From an optimization exercise on the open Yosys and OpenROAD flow, aimed at small area, a short achievable clock period and few clock cycles; shortcuts taken in it are not production practice. Function was checked by simulation only, so behaviour that the tests miss may differ from the original.

==> flow/design.v (outline; a module is shown in full before it is edited, if it fits) <==
// module alu_seq: 1382 lines
module alu_seq #(
  parameter int WIDTH = 64
) (
  input  logic             i_clk,
  input  logic             i_rst,
  input  logic             i_start,
  input  logic [WIDTH-1:0] i_a,
  input  logic [WIDTH-1:0] i_b,
  input  logic             i_cin,
  input  logic [3:0]       i_s,
  output logic [WIDTH-1:0] o_o,
  output logic [WIDTH-1:0] o_hi,
  output logic             o_cout,
  output logic             o_oflow,
  output logic             o_ntive,
  output logic             o_zero,
  output logic             o_busy,
  output logic             o_done
);
  // ...
==> flow/run.sh <==
#!/bin/bash
# synth_recipe.tcl (not shown) runs the flow's synth.tcl, then flattens the netlist and writes it again
# the make line also repeats each setting of config.mk as NAME=value (left out here)
make -C /OpenROAD-flow-scripts/flow DESIGN_CONFIG=/design/flow/config.mk WORK_HOME=/design/flow/orfs CLKGATE_MAP_FILE= SYNTH_SCRIPT=/design/flow/synth_recipe.tcl finish
==> flow/config.mk <==
export PLATFORM = sky130hd
export DESIGN_NAME = alu_seq
export DESIGN_NICKNAME = alu_seq
export VERILOG_FILES = /design/flow/design.v
export SDC_FILE = /design/flow/constraint.sdc
export NUM_CORES = 4
export LEC_CHECK = 0
export CAP_MARGIN = 20
export CORE_MARGIN = 2
export CORE_UTILIZATION = 40
export PLACE_DENSITY = 0.6
export SETUP_SLACK_MARGIN = 2.5
export SLEW_MARGIN = 20
==> flow/constraint.sdc <==
create_clock -name core_clock -period 7.0 [get_ports {i_clk}]
set_input_delay 1.4000 -clock core_clock [delete_from_list [all_inputs] [get_ports {i_clk}]]
set_output_delay 1.4000 -clock core_clock [all_outputs]
set_load 0.01 [all_outputs]
==> results by group, run 1 <==
Finish
  – Area of the multi-input gates: 0.0403 mm2
  – Commonest non-fill, non-tap cell in the layout: inv_1
  – Buffers, non-clock: 690
  – Synthesis-to-finish area growth: 19.9%
  – Multi-input combinational area share: 66.1%
  – Final-layout clock-cell area share: 2.45%

Detailed routing
  – Met2 WL post-DR: 107 mm
  – Wirelength per Cell: 33.9 um
  – Max layer used: met5
  – Remaining antenna violation count: 0

Synth
  – Largest family of logic cells by synthesized area: adder cells
  – Simple-Gate Fraction of Synth Area: 8.56%
  – Netlist cell types: 89

Critical path
  – R2R Setup Slk: approximately 2.2 ns
  – Crit-path cells: buf_8 -> inv_6 -> ha_4 -> nor3b_4 -> buf_12 -> buf_16 -> buf_8 -> xnor2_2 -> o21ai_1 -> ha_1 -> buf_6 -> a21o_1 -> a21oi_2 -> a32o_2 -> a2111oi_4 -> o21bai_4 -> o21bai_4 -> buf_6 -> a41o_4 -> a21oi_2 -> xnor2_2 -> buf_4 -> a22o_1
  – Crit path depth: 23
  – Critical R2R Capture: r_pl[50]$_DFF_P_

Global routing
  – Grt ovf: 0
  – Tot GR Track Use: 39.3%

Timing
  – Measured slew at the worst slew-check pin: 1.26 ns
  – Hold Worst Slack: 0.448 ns
  – Final WS setup: 1.91 ns
  – RSZ-0062 raised after global routing: true

Die
  – Die Ht: about 360 um
  – Row count: 130
  – Core Footprint: roughly 0.13 mm2

CTS
  – Clock net sink count: between 300 and 400
  – # Post-CTS Setup Buffers: 160
  – Hold Buf Count CTS: 0
  – Worst skew pair latency: roughly 0.66 ns

Outcome
  – Status: finished clean
Testbench counts, summed over its fixed seeds: cycles 5,550.
==> run 2: changes to the inputs <==
--- a/flow/design.v
+++ b/flow/design.v
@@ -27,16 +27,17 @@
   logic [WIDTH-1:0] r_a;                  
   logic [WIDTH:0]   r_s, r_c;             
   logic [K-1:0]     r_xl, r_yl;           
   logic             r_cy;                 
   logic [WIDTH-1:0] r_pl;                 
   logic [D-1:0]     r_on, r_tw, r_ng;     
   logic             r_cr;                 
   logic             r_cout, r_oflow;
+  logic             r_mz;                 
   logic [K:0]   w_bx;
   logic [D-1:0] w_on, w_tw, w_ng;
   assign w_bx = r_busy ? r_pl[2*K-1:K-1] : {i_b[K-1:0], 1'b0};
   always_comb
     for (int i = 0; i < D; i++) begin
       w_ng[i] = w_bx[2*i+2] & ~(w_bx[2*i+1] & w_bx[2*i]);
       w_on[i] = w_bx[2*i+1] ^ w_bx[2*i];
       w_tw[i] = (w_bx[2*i+2] & ~w_bx[2*i+1] & ~w_bx[2*i]) |
@@ -1265,29 +1266,30 @@
   assign t1198 = t885 ^ t1040 ^ t1039;
   assign t1199 = (t885 & t1040) | (t885 & t1039) | (t1040 & t1039);
   assign t1200 = bp7[64] ^ t1042 ^ t1041;
   assign t1201 = (bp7[64] & t1042) | (bp7[64] & t1041) | (t1042 & t1041);
   assign t1202 = ~r_ng[7] ^ cr[63] ^ t1043;
   assign t1203 = (~r_ng[7] & cr[63]) | (~r_ng[7] & t1043) | (cr[63] & t1043);
   assign t_x = {t1203, t1202, t1200, t1198, t1196, t1194, t1192, t1190, t1188, t1186, t1184, t1182, t1180, t1178, t1176, t1174, t1172, t1170, t1168, t1166, t1164, t1162, t1160, t1158, t1156, t1154, t1152, t1150, t1148, t1146, t1144, t1142, t1140, t1138, t1136, t1134, t1132, t1130, t1128, t1126, t1124, t1122, t1120, t1118, t1116, t1114, t1112, t1110, t1108, t1106, t1104, t1102, t1100, t1098, t1096, t1094, t1092, t1090, t1088, t1086, t1084, t1082, t1080, t1078, t1076, t1074, t1072, t1070, t1068, t1066, t1064, t1062, t1060, t1058, t1056, t1054, t1052, t1050, t1048, t1046, bp0[0]};
   assign t_y = {1'b0, t1201, t1199, t1197, t1195, t1193, t1191, t1189, t1187, t1185, t1183, t1181, t1179, t1177, t1175, t1173, t1171, t1169, t1167, t1165, t1163, t1161, t1159, t1157, t1155, t1153, t1151, t1149, t1147, t1145, t1143, t1141, t1139, t1137, t1135, t1133, t1131, t1129, t1127, t1125, t1123, t1121, t1119, t1117, t1115, t1113, t1111, t1109, t1107, t1105, t1103, t1101, t1099, t1097, t1095, t1093, t1091, t1089, t1087, t1085, t1083, t1081, t1079, t1077, t1075, t1073, t1071, t1069, t1067, t1065, t1063, t1061, t1059, t1057, t1055, t1053, t1051, t1049, t1047, t1045, t1044};
-  logic          w_sub;
-  logic [AW-1:0] w_x, w_y;
-  logic          w_ci;
-  logic [AW-1:0] w_t;
-  assign w_sub = (i_s != 4'd0);           
-  assign w_x   = r_busy ? {r_s[WIDTH-1:0], r_xl} : AW'(i_a);
-  assign w_y   = r_busy ? {r_c[WIDTH-1:0], r_yl} : AW'(i_b ^ {WIDTH{w_sub}});
-  assign w_ci  = r_busy ? r_cy : (w_sub | i_cin);
-  assign w_t   = w_x + w_y + AW'(w_ci);
-  logic w_c, w_v, w_cy;
-  assign w_c  = w_t[WIDTH] ^ w_x[WIDTH] ^ w_y[WIDTH];
-  assign w_v  = (i_a[M] == w_y[M]) && (w_t[M] != i_a[M]);
-  assign w_cy = w_t[K] ^ w_x[K] ^ w_y[K];
+  logic             w_sub, w_ci, w_t0;
+  logic [WIDTH-1:0] w_y, w_t;
+  logic             w_c, w_v;
+  assign w_sub = i_s[0];
+  assign w_ci  = i_s[0] | i_cin;
+  assign w_y   = i_b ^ {WIDTH{w_sub}};
+  assign {w_c, w_t, w_t0} = {1'b0, i_a, w_ci} + {1'b0, w_y, w_ci};
+  assign w_v   = (i_a[M] == w_y[M]) && (w_t[M] != i_a[M]);
+  logic [AW-1:0] m_x, m_y, m_t;
+  logic          m_t0, m_cy;
+  assign m_x = {r_s[WIDTH-1:0], r_xl};
+  assign m_y = {r_c[WIDTH-1:0], r_yl};
+  assign {m_t, m_t0} = {m_x, r_cy} + {m_y, r_cy};
+  assign m_cy = m_t[K] ^ m_x[K] ^ m_y[K];
   logic             w_left, w_fill;
   logic [WIDTH-1:0] w_sx, w_sy, w_shf;
   assign w_left = (i_s == 4'd6);
   assign w_fill = (i_s == 4'd8) & i_a[M];
   always_comb begin
     for (int i = 0; i < WIDTH; i++) w_sx[i] = w_left ? i_a[M-i] : i_a[i];
     w_sy = WIDTH'($signed({w_fill, w_sx}) >>> i_b[5:0]);
     for (int i = 0; i < WIDTH; i++) w_shf[i] = w_left ? w_sy[M-i] : w_sy[i];
@@ -1342,21 +1344,21 @@
       end
     end
   end
   always_ff @(posedge i_clk) begin
     r_on <= w_on;
     r_tw <= w_tw;
     r_ng <= w_ng;
     if (r_busy) begin
-      r_pl <= {w_t[K-1:0], r_pl[WIDTH-1:K]};
-      r_cy <= w_cy;
+      r_pl <= {m_t[K-1:0], r_pl[WIDTH-1:K]};
+      r_cy <= m_cy;
       r_cr <= (r_cnt == 3'(NC - 2)) & r_pl[2*K-1];
       if (w_fin) begin
-        r_s <= {1'b0, w_t[AW-1:K]};
+        r_s <= {1'b0, m_t[AW-1:K]};
       end else begin
         r_s  <= t_x[AW:K];
         r_c  <= t_y[AW:K];
         r_xl <= t_x[K-1:0];
         r_yl <= t_y[K-1:0];
       end
     end else begin
       r_a     <= i_a;
@@ -1364,19 +1366,20 @@
       r_c     <= '0;
       r_xl    <= '0;
       r_yl    <= '0;
       r_cy    <= 1'b0;
       r_cr    <= 1'b0;
       r_pl    <= w_res;
       r_cout  <= w_ar & w_c;
       r_oflow <= w_ar & w_v;
+      r_mz    <= (i_a == '0) | (i_b == '0);
     end
   end
   assign o_o     = r_pl;
   assign o_hi    = r_s[WIDTH-1:0];
   assign o_cout  = r_cout;
   assign o_oflow = r_oflow;
   assign o_ntive = r_mul ? r_s[M] : r_pl[M];
-  assign o_zero  = ~|{r_s[WIDTH-1:0], r_pl};
+  assign o_zero  = r_mul ? r_mz : ~|r_pl;
   assign o_busy  = r_busy;
   assign o_done  = r_done;
 endmodule
==> flow/config.mk (replaced) <==
export PLATFORM = sky130hd
export DESIGN_NAME = alu_seq
export DESIGN_NICKNAME = alu_seq
export VERILOG_FILES = /design/flow/design.v
export SDC_FILE = /design/flow/constraint.sdc
export NUM_CORES = 4
export LEC_CHECK = 0
export CAP_MARGIN = 20
export CORE_MARGIN = 2
export CORE_UTILIZATION = 40
export PLACE_DENSITY = 0.6
export SETUP_SLACK_MARGIN = 3.0
export SLEW_MARGIN = 20
==> results by group, run 2 <==
Synth
  – Register area share after synthesis: 13.5%
  – Mean Syn Cell Area: between 8 and 9 um2
  – Synthesized flop and latch total: 324
  – Mapped cell area: 0.0532 mm2
  – Area share of the largest cell type after synthesis: 21.8%
  – Synth area leaders: fa_1 22%, xor2_1 10%, dfxtp_1 9.4%
  – Netlist cell types: 91 (+2.2%)
  – Synth top cells by count: 867 x inv_1, 628 x xor2_1, 579 x fa_1
  – Post-synth net total: between 7k and 8k
  – Synth Instances: 6168
  – EDFF count, synth: 67
  – Most used flip-flop cell after synthesis: dfxtp_1
  – Yosys Warn Count: 1
  – Synth area leader: fa_1
  – Ys async rst share: approximately 1.9%
  – Count leader, synth: inv_1

Global routing
  – Grt ovf: 0 (unchanged)
  – Vias in the first global route: 50.9k
  – First-pass GRT wire length: 364 mm
  – Tot GR Track Use: 36.7% (-2.6 points)
  – Antenna violations before repair: 14
  – Pin count of the biggest net entering global routing: 110

Placement
  – DP HPWL: 190 mm
  – PortBufs: 269
  – RePlAce Congestion: around 1.1

Timing
  – Hold Worst Slack: 0.456 ns (+0.00786 ns)
  – Final hold vios: 0
  – Final slew viol count: 0
  – Fmax: 238 MHz
  – Measured slew at the worst slew-check pin: 1.02 ns (-0.240 ns)
  – Setup TNS: 0 ns
  – Rel. slew slack: between 30% and 40%
  – Final setup violation count: 0
  – RSZ-0062 raised after global routing: true
  – Tcrit/Tclk final: 60.1%
  – Clock Skew: roughly 0.031 ns
  – Crit path time final: 4.21 ns

CTS
  – Worst skew pair latency: 0.64 ns (-0.02 ns)
  – Num CTS Buffers: 44
  – Clock buffer depth: 3
  – Root buf cell: clkbuf_16
  – Clock net sink count: 324 (+0.31%)
  – CTS tree: built
  – H-Tree Depth: 2
  – Hold Buf Count CTS: 0 (unchanged)
  – Clk pin slew, worst setup/hold paths: 0.06 ns

Finish
  – Final core occ: 49.7%
  – Top reg by flops: r_s
  – Fin nets: 7313
  – Most frequent cells in the layout: 819 x inv_1, 531 x xor2_1, 521 x nand2_1
  – Commonest non-fill, non-tap cell in the layout: inv_1
  – Fillcell total: 12.4k
  – Synthesis-to-finish area growth: 23.2%
  – Max reg flops: 65
  – Share of cells above drive strength 1: 21.1%

Critical path
  – CP max FO: 7
  – FF-to-FF Start: r_ng[2]$_DFF_P_
  – Most numerous cell on the critical path: fa_1
  – R2R depth: 13
  – Slowest cell on the critical path: fa_2
  – Critical R2R Capture: r_s[2]$_SDFF_PN0_
  – Crit-path max cell delay: 0.61 ns
  – Worst Path Arrival: ~4.7 ns
  – Required @ worst endpoint: 7.54 ns
  – Setup crit start kind: flip-flop
  – Crit-path leading delay family: adder cells
  – CP endpoint kind: flip-flop
  – Crit Path Category: flip-flop to flip-flop
  – Buf/Inv on CP: 4
  – Crit-path cells: buf_12 -> buf_16 -> xor2_2 -> a22o_1 -> fa_1 -> fa_1 -> inv_2 -> fa_1 -> fa_2 -> inv_2 -> fa_1 -> nand2_2 -> a21oi_2
  – R2R Setup Slk: 2.79 ns (+0.63 ns)

Flow run
  – MaxCap Viol Count: 0

Die
  – Total Die Area: 0.136 mm2
  – Core Footprint: 0.132 mm2 (+4.7%)
  – Row count: 133 (+2.3%)
  – Die width: 369 um
  – Die Ht: 369 um (+2.3%)
  – Initial Util: approximately two fifths
  – IO Pins: 270

Detailed routing
  – Drt pass-1 iters: 9
  – WL final: 259 mm
  – DR vias/cell: 6.32
  – First DRT Iteration DRCs: 6625
  – Via count: roughly 52k
  – Remaining antenna violation count: 0 (unchanged)
  – Wirelength per Cell: 31.5 um (-7.0%)
  – DRC violations left: 0

Worst hold path
  – Min-delay src: r_xl[9]$_SDFFE_PN0N_
  – Hold Path Sink: r_xl[9]$_SDFFE_PN0N_
  – Hold Path Depth: 2
  – HP Class: flip-flop to flip-flop

Outcome
  – Status: finished clean
[run 2: kinds of logic (layout without fill, tap and decap cells)]
kind of cell	Yosys count	in the layout	synth area share, %
AO/OA/AOI/OAI	1548	1548	19.9
XOR/XNOR	706	706	11.6
adder cells (fa/ha/maj)	757	757	26.0
buffers and inverters	1421	1703	10.7
flip-flops	324	324	13.5
multiplexers	330	330	9.17
other	0	28	0
AND/OR/NAND/NOR	1082	1084	9.18
[run 2: area by class of cell]
class	count	area, um2	area share (%)
multi-input cells	4425	43500	66.3
repair buffers	756	7770	11.8
flip-flops and latches	324	7290	11.1
inverters	869	3290	5.02
well taps	1755	2200	3.35
clock buffers	58	1220	1.87
clock inverters	20	233	0.355
diodes	28	70.1	0.107
[run 2: worst max path at each step]
| stage | from | end | slack, ns | depth (start not counted) |
|---|---|---|---|---|
| after CTS | r_ng[2]$_DFF_P_ | r_s[2]$_SDFF_PN0_ | 2.85 | 13 |
| after global placement | i_s[1] | r_pl[37]$_DFF_P_ | 1.06 | 13 |
| after global routing | r_ng[2]$_DFF_P_ | r_s[2]$_SDFF_PN0_ | 2.71 | 13 |
| after floorplan | i_b[0] | r_pl[58]$_DFF_P_ | 2.49 | 16 |
| after detailed placement | i_s[1] | r_pl[48]$_DFF_P_ | 1.04 | 13 |
| final | r_ng[2]$_DFF_P_ | r_s[2]$_SDFF_PN0_ | 2.79 | 13 |
[run 2: repair_timing]
action / CTS / global route
resized for setup: 525 / 523
endpoints found under the setup margin: 199 / 171
buffers inserted: 222 / 106
gates cloned: 9 / 9
pin swaps: 202 / 330
[run 2: through the flow]
stage               cells  worst slack [ns]  area [um2]
floorplan            6168              2.49       53700
global placement     7783              1.06       57200
detailed placement   7783              1.04       57200
CTS                  8092              2.85       62500
global route         8209              2.71       65500
finish               8235              2.79       65600
[run 2: per-layer routing]
metal	global-route usage, %	wire, um	up-vias
met5	1.03	151	-
met4	23.7	22100	4
met3	10.8	29700	1078
met2	55.4	111000	3808
met1	45.5	96600	25700
li1	-	-	21400
[run 2: worst min-delay path, delay by kind of cell (launching register included)]
kind	cells	cell delay, ns
DFF	1	0.31
and+or+nand+nor	1	0.05
AOI/OAI and AO/OA	1	0.05
Testbench counts of run 2, summed over its fixed seeds: cycles 5,550.
==> run 3: changes to the inputs <==
--- a/flow/config.mk
+++ b/flow/config.mk
@@ -12,2 +12,3 @@
 export SETUP_SLACK_MARGIN = 3.0
 export SLEW_MARGIN = 20
+export TNS_END_PERCENT = 10
==> results by group, run 3 <==
Timing
  – Tcrit/Tclk final: 60.6% (+0.50 points)
  – Crit path time final: 4.24 ns (+0.0350 ns)
  – Rel. slew slack: 19.5% (-12 points)
  – Hold Worst Slack: 0.456 ns (-0.000124 ns)
  – RSZ-0062 raised after global routing: true
  – Final slew viol count: 0 (unchanged)
  – Final hold vios: 0 (unchanged)
  – Fmax: 236 MHz (-0.82%)
  – Final setup violation count: 0 (unchanged)
  – Setup TNS: 0 ns (unchanged)
  – Clock Skew: 0.0270 ns (-0.00366 ns)
  – Measured slew at the worst slew-check pin: 1.20 ns (+0.184 ns)

Finish
  – Fin nets: 7155 (-2.2%)
  – Area of the multi-input gates: 0.0419 mm2 (-3.7%)
  – Max reg flops: 65 (unchanged)
  – Cell area after layout: 0.0621 mm2 (-5.2%)
  – Synthesis-to-finish area growth: 16.7%
  – Commonest non-fill, non-tap cell in the layout: inv_1
  – Fillcell total: 12.8k (+3.1%)
  – Most frequent cells in the layout: 862 x inv_1, 607 x xor2_1, 560 x fa_1
  – Top reg by flops: r_s
  – Final core occ: 47.1% (-2.6 points)
  – Share of cells above drive strength 1: 13.9% (-7.2 points)
  – Reg area: 0.00727 mm2 (-0.19%)

Detailed routing
  – DRC violations left: 0 (unchanged)
  – Drt pass-1 iters: 7 (-2)
  – WL final: 250 mm (-3.7%)
  – First DRT Iteration DRCs: 6163 (-7.0%)
  – Wirelength per Cell: 31.0 um (-1.7%)
  – DR vias/cell: 6.21 (-1.7%)
  – Remaining antenna violation count: 0 (unchanged)
  – Via count: 50.1k (-3.7%)

Worst hold path
  – Hold Path Depth: 2 (unchanged)
  – HP Class: flip-flop to flip-flop

Synth
  – Mean Syn Cell Area: 8.63 um2 (unchanged)
  – Mapped cell area: 0.0532 mm2 (unchanged)
  – Synth Instances: 6168 (unchanged)
  – Synthesized flop and latch total: 324 (unchanged)
  – Post-synth net total: 7061 (unchanged)
  – EDFF count, synth: 67 (unchanged)
  – Synth top cells by count: 867 x inv_1, 628 x xor2_1, 579 x fa_1
  – Register area share after synthesis: 13.5% (unchanged)
  – Most used flip-flop cell after synthesis: dfxtp_1
  – Synth area leaders: fa_1 22%, xor2_1 10%, dfxtp_1 9.4%
  – Yosys Warn Count: 1 (unchanged)
  – Synth area leader: fa_1
  – Count leader, synth: inv_1
  – Area share of the largest cell type after synthesis: 21.8% (unchanged)
  – Ys async rst share: 1.85% (unchanged)
  – Netlist cell types: 91 (unchanged)

Critical path
  – Crit. Startpoint: i_s[1]
  – Critical R2R Capture: r_s[27]$_SDFF_PN0_
  – Crit Path Category: input pin to flip-flop
  – R2R Setup Slk: 2.81 ns (+0.02 ns)
  – Buf/Inv on CP: 4 (unchanged)
  – Crit-path cells: clkdlybuf4s15_2 -> ha_4 -> nand3b_4 -> buf_12 -> buf_4 -> mux4_2 -> mux2i_1 -> mux2i_1 -> o21ai_0 -> mux2i_2 -> buf_4 -> nor2_1 -> o221ai_1 -> o22a_1
  – CP Capture Point: r_pl[27]$_DFF_P_
  – Required @ worst endpoint: 7.53 ns (about the same)
  – R2R depth: 13 (unchanged)
  – Slowest cell on the critical path: o21ai_0
  – Crit-path max cell delay: 0.43 ns (-0.18 ns)
  – CP endpoint kind: flip-flop
  – Worst Path Arrival: 4.77 ns (+0.03 ns)
  – Setup crit start kind: input pin
  – Crit-path leading delay family: multiplexers
  – FF-to-FF Start: r_ng[2]$_DFF_P_
  – CP max FO: 11 (+4)
  – Crit path depth: 14 (+1)

Die
  – Die width: 369 um (unchanged)
  – Total Die Area: 0.136 mm2 (unchanged)
  – Die Ht: 369 um (unchanged)
  – Row count: 133 (unchanged)
  – IO Pins: 270 (unchanged)
  – Core Footprint: 0.132 mm2 (unchanged)
  – Initial Util: 40.4% (unchanged)

Placement
  – DP HPWL: 193 mm (+1.2%)
  – PortBufs: 269 (unchanged)
  – RePlAce Congestion: 1.10 (about the same)
  – Placement Cell Area: 0.0571 mm2 (-0.17%)

CTS
  – Worst skew pair latency: 0.64 ns (about the same)
  – Clk pin slew, worst setup/hold paths: 0.07 ns (about the same)
  – Clock buffer depth: 3 (unchanged)
  – Num CTS Buffers: 43 (-2.3%)
  – Clock net sink count: 324 (unchanged)
  – H-Tree Depth: 2 (unchanged)
  – Hold Buf Count CTS: 0 (unchanged)
  – Root buf cell: clkbuf_16
  – CTS tree: built

Global routing
  – Grt ovf: 0 (unchanged)
  – Tot GR Track Use: 35.6% (-1.1 points)
  – Antenna violations before repair: 18 (+4)
  – First-pass GRT wire length: 354 mm (-2.9%)
  – Pin count of the biggest net entering global routing: 77 (-30%)
  – Vias in the first global route: 49.8k (-2.3%)

Outcome
  – Status: finished clean

Flow run
  – MaxCap Viol Count: 0 (unchanged)
[run 3: worst min-delay path by stage]
stage	end	from	slack, ns
detailed placement	r_c[6]$_SDFFE_PN0N_	r_c[6]$_SDFFE_PN0N_	0.45
floorplan	r_cnt[0]$_DFF_PP0_	r_cnt[0]$_DFF_PP0_	0.42
CTS	r_c[6]$_SDFFE_PN0N_	r_c[6]$_SDFFE_PN0N_	0.46
global route	r_yl[13]$_SDFFE_PN0N_	r_yl[13]$_SDFFE_PN0N_	0.47
global placement	r_cnt[0]$_DFF_PP0_	r_cnt[0]$_DFF_PP0_	0.44
finish	r_yl[13]$_SDFFE_PN0N_	r_yl[13]$_SDFFE_PN0N_	0.46
[run 3: cells by family (layout without fill, tap and decap cells)]
kind of cell | count (synthesis) | after routing | synth area share, %
other | 0 | 12 | 0
multiplexers | 330 | 330 | 9.17
XOR/XNOR | 706 | 706 | 11.6
adder cells (fa/ha/maj) | 757 | 757 | 26.0
flip-flops | 324 | 324 | 13.5
AO/OA/AOI/OAI | 1548 | 1548 | 19.9
buffers and inverters | 1421 | 1548 | 10.7
AND/OR/NAND/NOR | 1082 | 1083 | 9.18
[run 3: final cells by class]
class	instances	share of cell area, %
Inverter	869	5.28
Clock buffer	55	1.94
Antenna cell	12	0.0483
Clock inverter	24	0.479
Multi-Input combinational cell	4424	67.4
Sequential cell	324	11.7
Timing Repair Buffer	600	9.59
Tap cell	1755	3.53
[run 3: worst reg2reg max path: stages (launching register included)]
cell and delay (ns):
dfxtp_4 0.36, buf_12 0.16, buf_16 0.17, xor2_1 0.20, a22o_1 0.24, fa_1 0.49, fa_1 0.56, inv_1 0.06
fa_1 0.49, fa_1 0.55, inv_1 0.05, fa_1 0.50, nand2_1 0.11, o21ai_0 0.11
[run 3: through the flow]
stage / std cells / worst slack (ns)
detailed placement: 7790 / 1.16
global placement: 7790 / 1.13
finish: 8063 / 2.76
CTS: 8006 / 2.80
floorplan: 6168 / 2.49
global route: 8054 / 2.70
[run 3: metal layers]
metal,track usage (%),vias up,share of wire [%]
met3,8.49,773,11
met4,21.4,12,7.6
li1,-,21200,-
met1,45.6,24900,39
met2,54.2,3256,43
met5,0,-,0.030
[run 3: repair_timing]
action | CTS | global route
cloned | 4 | 3
buffers inserted | 133 | 42
pin swaps | 39 | 78
gates resized for setup | 349 | 155
endpoints found under the setup margin | 201 | 193
==> run 4: changes to the inputs <==
--- a/flow/config.mk
+++ b/flow/config.mk
@@ -12,3 +12,3 @@
 export SETUP_SLACK_MARGIN = 3.0
 export SLEW_MARGIN = 20
-export TNS_END_PERCENT = 10
+export TNS_END_PERCENT = 5
==> results by group, run 4 <==
Outcome
  – Status: finished clean

Finish
  – Final core occ: 47.1% (about the same)
  – Cell area after layout: 0.0621 mm2 (about the same)
  – Share of cells above drive strength 1: 13.8% (-0.11 points)
  – Commonest non-fill, non-tap cell in the layout: inv_1
  – Max reg flops: 65 (unchanged)
  – Most frequent cells in the layout: 863 x inv_1, 609 x xor2_1, 576 x fa_1
  – Fillcell total: 12.8k (-0.12%)
  – Top reg by flops: r_s
  – Fin nets: 7166 (+0.15%)
  – Non-filler instance count after layout: 8083 (+0.25%)
  – Synthesis-to-finish area growth: 16.7% (about the same)

Critical path
  – Slowest cell on the critical path: dlygate4sd2_1
  – Setup crit start kind: input pin
  – Most numerous cell on the critical path: a21oi_1
  – Crit-path cells: dlygate4sd2_1 -> ha_1 -> a21o_1 -> a21oi_1 -> o21bai_1 -> a21oi_1 -> o21ai_0 -> a311oi_1 -> o21ai_2 -> xnor2_1 -> nor3_1
  – FF-to-FF Start: r_ng[1]$_DFF_P_
  – Crit path depth: 11 (-3)
  – CP endpoint kind: flip-flop
  – R2R depth: 12 (-1)
  – Buf/Inv on CP: 1 (-3)
  – CP max FO: 12 (+1)
  – Crit Path Category: input pin to flip-flop
  – Crit-path max cell delay: 0.89 ns (+0.46 ns)
  – Critical R2R Capture: r_s[29]$_SDFF_PN0_
  – Crit-path leading delay family: compound AO/OA/AOI/OAI gates
  – Required @ worst endpoint: 7.36 ns (-0.17 ns)
  – R2R Setup Slk: 2.73 ns (-0.08 ns)
  – Worst Path Arrival: 4.76 ns (about the same)

Die
  – Initial Util: 40.4% (unchanged)
  – Core Footprint: 0.132 mm2 (unchanged)
  – IO Pins: 270 (unchanged)
  – Row count: 133 (unchanged)
  – Die Ht: 369 um (unchanged)
  – Total Die Area: 0.136 mm2 (unchanged)
  – Die width: 369 um (unchanged)

Detailed routing
  – First DRT Iteration DRCs: 6085 (-1.3%)
  – Drt pass-1 iters: 8 (+1)
  – Remaining antenna violation count: 0 (unchanged)
  – DRC violations left: 0 (unchanged)
  – Via count: 50.1k (+0.086%)
  – Wirelength per Cell: 30.7 um (-0.97%)
  – WL final: 248 mm (-0.73%)
  – DR vias/cell: 6.20 (-0.16%)

Synth
  – Count leader, synth: inv_1
  – Ys async rst share: 1.85% (unchanged)
  – Synth area leaders: fa_1 22%, xor2_1 10%, dfxtp_1 9.4%
  – Area share of the largest cell type after synthesis: 21.8% (unchanged)
  – Post-synth net total: 7061 (unchanged)
  – EDFF count, synth: 67 (unchanged)
  – Register area share after synthesis: 13.5% (unchanged)
  – Netlist cell types: 91 (unchanged)
  – Yosys Warn Count: 1 (unchanged)
  – Synth Instances: 6168 (unchanged)
  – Synthesized flop and latch total: 324 (unchanged)
  – Mapped cell area: 0.0532 mm2 (unchanged)
  – Mean Syn Cell Area: 8.63 um2 (unchanged)
  – Synth area leader: fa_1
  – Most used flip-flop cell after synthesis: dfxtp_1
  – Synth top cells by count: 867 x inv_1, 628 x xor2_1, 579 x fa_1

CTS
  – Clk pin slew, worst setup/hold paths: 0.06 ns (about the same)
  – Hold Buf Count CTS: 0 (unchanged)
  – H-Tree Depth: 2 (unchanged)
  – Clock net sink count: 324 (unchanged)
  – Num CTS Buffers: 42 (-2.3%)
  – Worst skew pair latency: 0.64 ns (about the same)
  – Clock buffer depth: 3 (unchanged)
  – CTS tree: built
  – Root buf cell: clkbuf_16

Global routing
  – Pin count of the biggest net entering global routing: 106 (+38%)
  – Vias in the first global route: 49.6k (-0.41%)
  – Antenna violations before repair: 22 (+4)
  – Grt ovf: 0 (unchanged)
  – First-pass GRT wire length: 355 mm (+0.23%)
  – Tot GR Track Use: 35.7% (+0.18 points)

Worst hold path
  – Hold Path Depth: 2 (unchanged)
  – Hold Path Sink: r_yl[4]$_SDFFE_PN0N_
  – HP Class: flip-flop to flip-flop
  – Min-delay src: r_yl[4]$_SDFFE_PN0N_

Placement
  – Setup slack after placement: 1.07 ns (-0.0903 ns)
  – Placement Cell Area: 0.0570 mm2 (-0.15%)
  – DP HPWL: 192 mm (-0.16%)
  – DP Cell Count: 7775 (-0.19%)
  – RePlAce Congestion: 1.06 (-3.1%)
  – PortBufs: 269 (unchanged)

Timing
  – Crit path time final: 4.40 ns (+0.160 ns)
  – Final hold vios: 0 (unchanged)
  – Setup TNS: 0 ns (unchanged)
  – RSZ-0062 raised after global routing: true
  – Rel. slew slack: 21.9% (+2.4 points)
  – Hold Worst Slack: 0.454 ns (-0.00164 ns)
  – Final slew viol count: 0 (unchanged)
  – Fmax: 227 MHz (-3.6%)
  – Measured slew at the worst slew-check pin: 1.17 ns (-0.0320 ns)
  – Clock Skew: 0.0223 ns (-0.00473 ns)
  – Tcrit/Tclk final: 62.9% (+2.3 points)
  – Final WS setup: 2.60 ns (-0.160 ns)
  – Final setup violation count: 0 (unchanged)

Flow run
  – MaxCap Viol Count: 0 (unchanged)
run 4: cell counts after synthesis:
Identical to the previous run, type by type.
run 4: logic make-up after synthesis:
group	count (synthesis)	synth area share, %
buffers and inverters	1421	10.7
muxes	330	9.17
AOI/OAI and AO/OA	1548	19.9
adders and majority gates	757	26.0
DFF	324	13.5
and+or+nand+nor	1082	9.18
xor gates and xnor gates	706	11.6
run 4: worst max path at each step:
| stage | start | to | slack, ns |
|---|---|---|---|
| after floorplan | r_ng[1]$_DFF_P_ | r_s[46]$_SDFF_PN0_ | 2.49 |
| final | i_a[48] | r_oflow$_DFFE_PN_ | 2.60 |
| after global routing | r_ng[1]$_DFF_P_ | r_s[37]$_SDFF_PN0_ | 2.63 |
| after CTS | r_xl[14]$_SDFFE_PN0N_ | r_s[63]$_SDFF_PN0_ | 2.80 |
| after detailed placement | i_s[1] | r_pl[8]$_DFF_P_ | 1.07 |
| after global placement | i_s[1] | r_pl[8]$_DFF_P_ | 1.11 |
run 4: worst register-to-register path: cells and delay by family, from the launching register on:
family,cells,cell delay (ns)
and+or+nand+nor,1,0.24
AOI/OAI and AO/OA,2,0.27
buffers and inverters,3,0.35
adders and majority gates,5,2.54
DFF,1,0.50
xor gates and xnor gates,1,0.22
run 4: what timing repair did:
item / in CTS / in global routing
gates resized for setup: 376 / 156
buffers inserted: 168 / 31
hold endpoints to repair: 0 / 0
pin swaps: 41 / 36
cloned: 7 / 2
setup endpoints to repair: 197 / 193
run 4: per-layer routing:
metal / vias up / global-route usage, % / routed length, um
met5: - / 1.53 / 474
met4: 18 / 22.0 / 19100
met3: 849 / 9.18 / 26400
met2: 3270 / 53.9 / 106000
met1: 24800 / 45.6 / 95700
li1: 21200 / - / -
run 4: area by class of cell:
type / instances / area [um2] / area share, %
Multi-Input combinational cell: 4424 / 41800 / 67.3
Sequential cell: 324 / 7260 / 11.7
Timing Repair Buffer: 612 / 6120 / 9.85
Inverter: 869 / 3280 / 5.28
Tap cell: 1755 / 2200 / 3.53
Clock buffer: 56 / 1170 / 1.89
Clock inverter: 20 / 228 / 0.366
Antenna cell: 23 / 57.6 / 0.0926
==> run 5: changes to the inputs <==
--- a/flow/config.mk
+++ b/flow/config.mk
@@ -10,5 +10,4 @@
 export CORE_UTILIZATION = 40
 export PLACE_DENSITY = 0.6
-export SETUP_SLACK_MARGIN = 3.0
+export SETUP_SLACK_MARGIN = 3.2
 export SLEW_MARGIN = 20
-export TNS_END_PERCENT = 5
==> results by group, run 5 <==
Outcome
  – Status: finished clean

Synth
  – Yosys Warn Count: 1 (unchanged)
  – Mapped cell area: 0.0532 mm2 (unchanged)
  – Count leader, synth: inv_1
  – Synth area leaders: fa_1 22%, xor2_1 10%, dfxtp_1 9.4%
  – Synth Instances: 6168 (unchanged)
  – Synth top cells by count: 867 x inv_1, 628 x xor2_1, 579 x fa_1
  – Synth area leader: fa_1
  – Post-synth net total: 7061 (unchanged)
  – Mean Syn Cell Area: 8.63 um2 (unchanged)
  – Register area share after synthesis: 13.5% (unchanged)
  – Most used flip-flop cell after synthesis: dfxtp_1
  – Netlist cell types: 91 (unchanged)
  – Synthesized flop and latch total: 324 (unchanged)
  – Area share of the largest cell type after synthesis: 21.8% (unchanged)
  – EDFF count, synth: 67 (unchanged)
  – Ys async rst share: 1.85% (unchanged)

Finish
  – Final core occ: 51.5% (+4.4 points)
  – Fin nets: 7413 (+3.4%)
  – Synthesis-to-finish area growth: 27.6%
  – Non-filler instance count after layout: 8329 (+3.0%)
  – Most frequent cells in the layout: 803 x inv_1, 507 x xor2_1, 500 x nand2_1
  – Area of the multi-input gates: 0.0447 mm2 (+6.9%)
  – Share of cells above drive strength 1: 25.9% (+12 points)
  – Commonest non-fill, non-tap cell in the layout: inv_1
  – Fillcell total: 12.0k (-6.3%)
  – Top reg by flops: r_s
  – Max reg flops: 65 (unchanged)
  – Reg area: 0.00730 mm2 (+0.52%)
  – Cell area after layout: 0.0679 mm2 (+9.3%)

Critical path
  – CP max FO: 4 (-8)
  – Setup crit start kind: input pin
  – Crit-path cells: clkdlybuf4s50_1 -> buf_12 -> buf_12 -> mux4_2 -> mux2i_1 -> mux2i_1 -> mux2i_4 -> a21oi_2 -> o211ai_1 -> o211ai_1
  – Crit-path leading delay family: compound AO/OA/AOI/OAI gates
  – Crit-path max cell delay: 1.06 ns (+0.17 ns)
  – Buf/Inv on CP: 3 (+2)
  – Crit Path Category: input pin to flip-flop
  – Slowest cell on the critical path: o211ai_1
  – Worst Path Arrival: 4.77 ns (about the same)
  – Required @ worst endpoint: 7.45 ns (+0.09 ns)
  – CP endpoint kind: flip-flop

CTS
  – Clock net sink count: 324 (unchanged)
  – Root buf cell: clkbuf_16
  – CTS tree: built
  – Hold Buf Count CTS: 0 (unchanged)
  – Worst skew pair latency: 0.66 ns (+0.02 ns)
  – Num CTS Buffers: 45 (+7.1%)
  – Clk pin slew, worst setup/hold paths: 0.06 ns (about the same)
  – H-Tree Depth: 2 (unchanged)
  – Clock buffer depth: 3 (unchanged)

Placement
  – Placement Cell Area: 0.0571 mm2 (+0.25%)
  – DP HPWL: 190 mm (-1.4%)
  – RePlAce Congestion: 1.14 (+7.2%)
  – DP Cell Count: 7778 (+0.039%)
  – Setup slack after placement: 1.11 ns (+0.0368 ns)
  – PortBufs: 269 (unchanged)

Global routing
  – Antenna violations before repair: 19 (-14%)
  – Pin count of the biggest net entering global routing: 94 (-11%)
  – Tot GR Track Use: 37.5% (+1.8 points)
  – First-pass GRT wire length: 371 mm (+4.7%)
  – Grt ovf: 0 (unchanged)
  – Vias in the first global route: 51.9k (+4.6%)

Detailed routing
  – DR vias/cell: 6.29 (+1.4%)
  – DRC violations left: 0 (unchanged)
  – Via count: 52.4k (+4.5%)
  – Wirelength per Cell: 31.8 um (+3.7%)
  – WL final: 265 mm (+6.9%)
  – First DRT Iteration DRCs: 6297 (+3.5%)
  – Drt pass-1 iters: 6 (-2)
  – Remaining antenna violation count: 0 (unchanged)

Timing
  – Crit path time final: 4.33 ns (-0.0780 ns)
  – Tcrit/Tclk final: 61.8% (-1.1 points)
  – RSZ-0062 raised after global routing: true
  – Final slew viol count: 0 (unchanged)
  – Final WS setup: 2.67 ns (+0.0780 ns)
  – Clock Skew: 0.0334 ns (+0.0111 ns)
  – Fmax: 231 MHz (+1.8%)
  – Measured slew at the worst slew-check pin: 1.32 ns (+0.149 ns)
  – Rel. slew slack: 11.6% (-10 points)
  – Setup TNS: 0 ns (unchanged)
  – Final hold vios: 0 (unchanged)
  – Hold Worst Slack: 0.455 ns (+0.00101 ns)
  – Final setup violation count: 0 (unchanged)

Die
  – Total Die Area: 0.136 mm2 (unchanged)
  – Core Footprint: 0.132 mm2 (unchanged)
  – Die width: 369 um (unchanged)
  – Initial Util: 40.4% (unchanged)
  – IO Pins: 270 (unchanged)
  – Die Ht: 369 um (unchanged)
  – Row count: 133 (unchanged)

Worst hold path
  – HP Class: flip-flop to flip-flop

Flow run
  – MaxCap Viol Count: 0 (unchanged)
run 5: cell types whose count changed in the layout (fill, tap and decap cells not counted), moves of 62 or more:
| cell | before | now |
|---|---|---|
| a21oi_2 | 35 | 98 |
| fa_2 | 3 | 104 |
| xor2_1 | 609 | 507 |
| a21oi_1 | 355 | 286 |
| buf_4 | 255 | 406 |
| mux2i_1 | 167 | 105 |
| fa_1 | 576 | 475 |
| xor2_2 | 17 | 108 |
run 5: per-layer routing:
layer  global-route usage [%]  wire length, um  up-vias
li1                         -                -    21600
met1                     46.1            97300    25800
met2                     55.8           112000     3823
met3                     11.4            30900     1101
met4                     26.6            24100       14
met5                        0               98        -
run 5: cell type report:
class | instances | share of cell area [%]
Sequential cell | 324 | 10.7
Tap cell | 1755 | 3.23
Inverter | 869 | 4.84
Antenna cell | 17 | 0.0626
Clock inverter | 25 | 0.378
Clock buffer | 59 | 1.92
Multi-Input combinational cell | 4426 | 65.8
Timing Repair Buffer | 854 | 13.0
run 5: what timing repair did:
item	CTS	global route
pin swaps	194	257
endpoints found under the setup margin	201	196
gates resized for setup	782	546
buffers inserted	319	110
cloned	13	7
run 5: cells by family after synthesis:
family,Yosys count,synth area share [%]
AOI/OAI and AO/OA,1548,19.9
xor gates and xnor gates,706,11.6
adders and majority gates,757,26.0
buffers and inverters,1421,10.7
DFF,324,13.5
muxes,330,9.17
and+or+nand+nor,1082,9.18
run 5: path summary, 6_finish.rpt:
path	cells past startpoint	from	endpoint	slack (ns)
max in group asynchronous	2	i_rst	r_busy$_DFF_PP0_	5.22
max	10	i_a[8]	r_pl[15]$_DFF_P_	2.67
min	2	r_c[12]$_SDFFE_PN0N_	r_c[12]$_SDFFE_PN0N_	0.45
min in group asynchronous	2	i_rst	r_mul$_DFFE_PP0N_	1.19
min reg2reg	2	r_c[12]$_SDFFE_PN0N_	r_c[12]$_SDFFE_PN0N_	0.45
max reg2reg	13	r_ng[2]$_DFF_P_	r_s[2]$_SDFF_PN0_	2.82
run 5: worst reg2reg max path, stage by stage, from the launching register on:
cell and delay [ns]:
dfxtp_4 0.38, buf_8 0.16, buf_16 0.18, xor2_2 0.17
a22o_1 0.21, fa_1 0.54, fa_1 0.53, inv_1 0.05
fa_1 0.47, fa_1 0.56, inv_1 0.07, fa_2 0.54
nand2_1 0.07, a21oi_1 0.17

## afterwards: timing with drivers on the ports
In the flow no input, the clock included, has a driving cell. The finished layouts below were timed again as built, in two steps. Step 1: set_driving_cell puts a clkbuf_16 on i_clk and a buf_2 on each other input, an assumption about the parent block. Step 2, shift: input delay + t, output delay - t, t = (earliest + latest rising clock arrival at the registers) / 2. This alone moves slack from input paths to output paths. Three values: ideal ports, drivers, drivers and shift; two values: the first two.
run	shift t [ns]	setup WS [ns]	worst setup path after step 2	latest minus earliest clock arrival (ns)	worst data-port slew with drivers (ns)
run 1	0.710	1.915 / 1.943 / 1.234	input to register	0.042 / 0.041	0.08
run 2	0.700	2.792 / 2.792 / 2.122	input to register	0.030 / 0.031	0.15
run 3	0.700	2.757 / 2.722 / 2.022	input to register	0.028 / 0.029	0.17
run 4	0.708	2.596 / 2.658 / 1.950	input to register	0.023 / 0.022	0.13
run 5	0.722	2.674 / 2.542 / 1.820	input to register	0.038 / 0.038	0.23
After both steps setup and hold are still met in every run listed. For run 5, which loses most, drivers alone change the setup slack by -0.132 ns; drivers and shift together by -0.854 ns.
